Source: an optimization exercise on an open RTL-to-GDS flow (aim: small area and a short achievable clock period). Production flows keep margins and buffers that such runs may drop. RTL that was checked went through simulation tests only; none was proved equivalent to the original. Power and IR drop assume default switching activity.

job 7894:
Design tx_frame_scheduler, start of the top module:
module tx_frame_scheduler #(
    parameter int ADDR_W = 9
) (
    input  logic        i_clk,
    input  logic        i_rst,
    input  logic [7:0]  i_wr_data,
    input  logic        i_wr_en,
    input  logic        i_wr_abort,
    input  logic        i_clear_status,
    output logic        o_wr_ready,
    output logic [7:0]  o_tx_data,
    output logic        o_tx_valid,
    output logic        o_tx_last,
    input  logic        i_tx_ready,
    output logic [15:0] o_data_size,
    output logic [7:0]  o_frames_count,
    output logic [15:0] o_status
);
==> flow/config.mk <==
export PLATFORM = sky130hd
export DESIGN_NAME = tx_frame_scheduler
export DESIGN_NICKNAME = tx_frame_scheduler
export VERILOG_FILES = /design/flow/design.v
export SDC_FILE = /design/flow/constraint.sdc
export NUM_CORES = 4
export LEC_CHECK = 0
export ABC_CLOCK_PERIOD_IN_PS = 3000
export CAP_MARGIN = 20
export CORE_MARGIN = 2
export CORE_UTILIZATION = 40
export CTS_CLUSTER_DIAMETER = 120
export CTS_CLUSTER_SIZE = 25
export SETUP_SLACK_MARGIN = 3.7
export SLEW_MARGIN = 20
==> flow/constraint.sdc <==
create_clock -name core_clock -period 7.0 [get_ports {i_clk}]
set_input_delay 1.4000 -clock core_clock [delete_from_list [all_inputs] [get_ports {i_clk}]]
set_output_delay 1.4000 -clock core_clock [all_outputs]
set_load 0.01 [all_outputs]
run.sh (not shown) runs the stock make flow with config.mk's settings and CLKGATE_MAP_FILE= SYNTH_SCRIPT=/design/flow/synth_recipe.tcl, a recipe that flattens the netlist after the stock synthesis.
## Diff of input files: job 2941 against job 7894
# job 7894
export LEC_CHECK = 0
export ABC_CLOCK_PERIOD_IN_PS = 3000
export CAP_MARGIN = 20
export CORE_MARGIN = 2
export CORE_UTILIZATION = 40
export CTS_CLUSTER_DIAMETER = 120
export CTS_CLUSTER_SIZE = 25
export SETUP_SLACK_MARGIN = 3.7
export SLEW_MARGIN = 20
create_clock -name core_clock -period 7.0 [get_ports {i_clk}]
# job 2941
export LEC_CHECK = 0
export ABC_CLOCK_PERIOD_IN_PS = 3000
export CAP_MARGIN = 20
export CORE_MARGIN = 2
export CORE_UTILIZATION = 55
export CTS_CLUSTER_DIAMETER = 120
export CTS_CLUSTER_SIZE = 25
export PLACE_DENSITY = 0.65
export SETUP_SLACK_MARGIN = 3.7
export SLEW_MARGIN = 20
create_clock -name core_clock -period 7.0 [get_ports {i_clk}]
Findings:
Both conditions hold for job 2941: the flow ran to the end and the final layout passed the timing, design-rule and antenna checks.
Lower number of placement rows goes to job 2941 over job 7894.
Total wirelength of the detailed-routed design ended up 3.3% lower on job 2941 than on job 7894.
Summary of job 2941 over job 7894: worst setup slack now sits lower, remaining max-slew budget at the tightest pin now sits higher, area added between synthesis and finish now sits lower.
> inputs changed (job 2941 -> job 1268)
# job 2941
export LEC_CHECK = 0
export ABC_CLOCK_PERIOD_IN_PS = 3000
export CAP_MARGIN = 20
export CORE_MARGIN = 2
export CORE_UTILIZATION = 55
export CTS_CLUSTER_DIAMETER = 120
export CTS_CLUSTER_SIZE = 25
export PLACE_DENSITY = 0.65
export SETUP_SLACK_MARGIN = 3.7
export SLEW_MARGIN = 20
create_clock -name core_clock -period 7.0 [get_ports {i_clk}]
# job 1268
export LEC_CHECK = 0
export ABC_CLOCK_PERIOD_IN_PS = 3000
export CAP_MARGIN = 20
export CORE_MARGIN = 2
export CORE_UTILIZATION = 40
export CTS_CLUSTER_DIAMETER = 120
export CTS_CLUSTER_SIZE = 25
export SETUP_SLACK_MARGIN = 3.95
export SLEW_MARGIN = 20
create_clock -name core_clock -period 7.0 [get_ports {i_clk}]
### Flow results
In the reports for job 1268 and job 2941, the larger transition time of the tightest slew-check pin belongs to job 1268.
Compared with job 2941, job 1268 shows a higher vias after detailed routing.
Between job 2941 and job 1268, the synthesized area figures differ only marginally.

========
## umber
tx_frame_scheduler, a different RTL version from the one above (not shown whole).
Size in the first run: about 9800 cells after synthesis, about 65 I/O pins.
Settings: LEC_CHECK=0, ABC_CLOCK_PERIOD_IN_PS=3000, CAP_MARGIN=20, CORE_MARGIN=2, CORE_UTILIZATION=40, SETUP_SLACK_MARGIN=3.7, SLEW_MARGIN=20; clock period 7.0 ns.
umber got as far as 5_1_grt, where a tool error ended the run.
The following lists how sierra was set up differently from umber:
Settings: SETUP_SLACK_MARGIN: 3.7 -> 4.0.
Results
- Looking at sierra and umber, the share of synthesized cell area in and, or, nand and nor gates is a wash.
- There was hardly any difference in synthesized area between sierra and umber.
- sierra | ERROR | 5_1_grt
- Re share of cell area taken by muxes after synthesis: no difference whatsoever between umber and sierra.
Function was not checked in any run of this note: the RTL went through the layout flow alone.

========
tx_frame_scheduler, a different RTL version from the one above (not shown whole).
Size in the first run: about 8700 cells after synthesis, roughly 4400 flip-flops, roughly 0.17 mm² of cells after synthesis.
clock: 7.0 ns
lec_check: 0
abc_clock_period_in_ps: 3000
cap_margin: 20
core_margin: 2
core_utilization: 47
cts_cluster_diameter: 120
cts_cluster_size: 25
setup_slack_margin: 4.3
slew_margin: 20
The first run ran to the end with no violations.
==> next run, changes <==
- CORE_UTILIZATION: 47 -> 40
After rerunning: The changed run finished clean. Cell area came out higher by 0.32%. Routed wire length came out lower by 0.71%. Combinational power barely changes. Total power came out lower by 0.55%. Synthesized cell count does not change. Sequential share of layout area came out lower by 0.23 points. Via count is about the same. Cell count came out higher by 6.3%.
==> next run, changes <==
- PLACE_DENSITY: not set -> 0.5
Area after synthesis does not change.
Clock power stays flat.
Design area hardly moves.
Core utilization is about the same.
Wire length goes up by 7.0%.
Flip-flop and latch count stays the same.
Worst setup slack degrades by 69 ps.
==> next run, changes <==
- PLACE_DENSITY: 0.5 -> not set
- SETUP_SLACK_MARGIN: 4.3 -> 4.15
After rerunning: The new run completed without violations; critical path depth stays the same; non-clock buffer count shrinks by 29; design area came out lower slightly; total power falls by a few percent; via count is about the same.

========
== oak ==
Another version of the RTL of tx_frame_scheduler (not shown whole).
Size: ~4400 flip-flops.
## tx_frame_scheduler
module tx_frame_scheduler #(
    parameter int ADDR_W = 9
) (
    input  logic        i_clk,
    input  logic        i_rst,
    input  logic [7:0]  i_wr_data,
    input  logic        i_wr_en,
    input  logic        i_wr_abort,
    input  logic        i_clear_status,
    output logic        o_wr_ready,
    output logic [7:0]  o_tx_data,
    output logic        o_tx_valid,
    output logic        o_tx_last,
    input  logic        i_tx_ready,
    output logic [15:0] o_data_size,
    output logic [7:0]  o_frames_count,
    output logic [15:0] o_status
);
Settings: LEC_CHECK=0, ABC_CLOCK_PERIOD_IN_PS=3000, CAP_MARGIN=20, CORE_MARGIN=2, CORE_UTILIZATION=42, CTS_CLUSTER_DIAMETER=120, CTS_CLUSTER_SIZE=25, SETUP_SLACK_MARGIN=4.3, SLEW_MARGIN=20; clock period 7.0 ns.
oak went all the way through the flow, and no timing, DRC or antenna check failed.
diff inputs: oak => pine
Settings: swapping 4.3 for 4.2 in SETUP_SLACK_MARGIN; swapping 42 for 40 in CORE_UTILIZATION.
==> notes.md <==
- From oak to pine the numbers moved as follows: post-detailed-placement cell area closely matched the old numbers; flip-flop and latch count held; finished layout cell area did not really move.
- Looking at largest voltage drop on the vdd net, pine sits above oak.
- On sequential share of layout area, pine and oak are basically level.

========
Another version of the RTL of tx_frame_scheduler (not shown whole).
Size: roughly 8800 cells after synthesis, ~4400 flip-flops, about 65 I/O pins, about 170000 µm² of cells after synthesis.
Design tx_frame_scheduler, start of the top module:
module tx_frame_scheduler #(
    parameter int ADDR_W = 9
) (
    input  logic        i_clk,
    input  logic        i_rst,
    input  logic [7:0]  i_wr_data,
    input  logic        i_wr_en,
    input  logic        i_wr_abort,
    input  logic        i_clear_status,
    output logic        o_wr_ready,
    output logic [7:0]  o_tx_data,
    output logic        o_tx_valid,
    output logic        o_tx_last,
    input  logic        i_tx_ready,
    output logic [15:0] o_data_size,
    output logic [7:0]  o_frames_count,
    output logic [15:0] o_status
);
    localparam int DEPTH = 2**ADDR_W;
    localparam int PW    = ADDR_W + 1;
    localparam logic [15:0] MAX_LEN = 16'(DEPTH - 2);
    logic          s_len0, s_len1, s_data, s_skip, s_wbusy;
    logic          r_idle, r_hdr0, r_hdr1, r_data, r_rbusy;
    logic [ADDR_W-1:0] r_wr_ptr, r_commit_ptr;
    logic [PW-1:0] r_used, r_size;
    logic          r_full, r_nready, r_empty;
    logic [7:0]    r_len_lo;
    logic          r_lenlo_z, r_lenlo_1, r_lenlo_ff;
    logic [15:0]   r_remain;
    logic          r_rem1;
    logic [ADDR_W-1:0] r_count;
    logic          r_last;
    logic [7:0]    r_dout;
    logic [7:0]    r_frames;
    logic          r_frames_nz;
    logic [7:0]    r_drops;
    logic [3:0]    r_sticky;
    logic [7:0]    r_wa_n [8];
    logic [7:0]    r_wb_n;
    logic [7:0]    r_wq_data;
    localparam int NB  = 8;
    localparam int BW  = ADDR_W - 3;
    localparam int QTR = DEPTH / NB;
    logic [7:0]    w_rdata;
    logic [2:0]    r_ra_lo;
    logic [BW-1:0] r_bidx [NB];
    logic [7:0]    r_bdat [NB];
  ...
==> flow/config.mk <==
export PLATFORM = sky130hd
export DESIGN_NAME = tx_frame_scheduler
export DESIGN_NICKNAME = tx_frame_scheduler
export VERILOG_FILES = /design/flow/design.v
export SDC_FILE = /design/flow/constraint.sdc
export NUM_CORES = 4
export LEC_CHECK = 0
export ABC_CLOCK_PERIOD_IN_PS = 3000
export CAP_MARGIN = 20
export CORE_MARGIN = 2
export CORE_UTILIZATION = 40
export CTS_CLUSTER_DIAMETER = 120
export CTS_CLUSTER_SIZE = 25
export SETUP_SLACK_MARGIN = 4.3
export SLEW_MARGIN = 20
export TNS_END_PERCENT = 20
==> flow/constraint.sdc <==
create_clock -name core_clock -period 7.0 [get_ports {i_clk}]
set_input_delay 1.4000 -clock core_clock [delete_from_list [all_inputs] [get_ports {i_clk}]]
set_output_delay 1.4000 -clock core_clock [all_outputs]
set_load 0.01 [all_outputs]
The first run completed without violations.
Rerun with:
- TNS_END_PERCENT: 20 -> default
Result:
- routed wire length is higher by about 0.6%
- design area is higher by about 0.35%
- utilization is higher by 0.15 points
- worst setup slack is worse by 0.0044 ns
- clock power hardly moves
- via count is higher by 0.39%
- first-iteration DRC count is higher by 3.5%
- global-route usage is higher by 0.18 points

re-timing with driven ports:
In the flow no input, the clock included, has a driving cell. The finished layouts below were timed again as built, in two steps.
Step 1: set_driving_cell puts a clkbuf_16 on i_clk and a buf_2 on each other input, an assumption about the parent block.
Step 2 adds t to the input delays and takes it off the output delays; t is the mean of the earliest and latest rising clock arrival at the registers after step 1. Input paths then give back, and output paths get back, about the clock's delay inside the block.
a / b / c = ideal ports / drivers / drivers and shift; a / b = the first two.
run	t, ns	setup WS [ns]	worst hold slack (ns)
job 7894	1.014	3.543 / 3.543 / 2.902	0.481 / 0.481 / 0.481
job 2941	0.994	3.473 / 3.473 / 2.851	0.452 / 0.452 / 0.452
job 1268	1.019	3.753 / 3.753 / 3.024	0.475 / 0.475 / 0.475
the first run of note 3	1.035	3.952 / 3.846 / 3.408	0.492 / 0.492 / 0.492
the second run of note 3	1.067	3.994 / 3.873 / 3.410	0.494 / 0.494 / 0.494
the third run of note 3	1.067	3.925 / 3.815 / 3.319	0.498 / 0.498 / 0.498
the fourth run of note 3	1.060	3.959 / 3.836 / 3.192	0.496 / 0.496 / 0.496
oak	1.052	3.948 / 3.838 / 3.266	0.496 / 0.496 / 0.496
pine	1.012	3.986 / 3.876 / 3.280	0.498 / 0.498 / 0.498
the first run of note 5	1.030	3.886 / 3.777 / 3.088	0.503 / 0.503 / 0.503
the second run of note 5	1.044	3.882 / 3.768 / 3.209	0.499 / 0.499 / 0.499
After both steps every run listed still meets setup and hold. The setup slack of the first run of note 5, which loses most, moves by -0.109 ns with the drivers and by -0.798 ns with both steps.
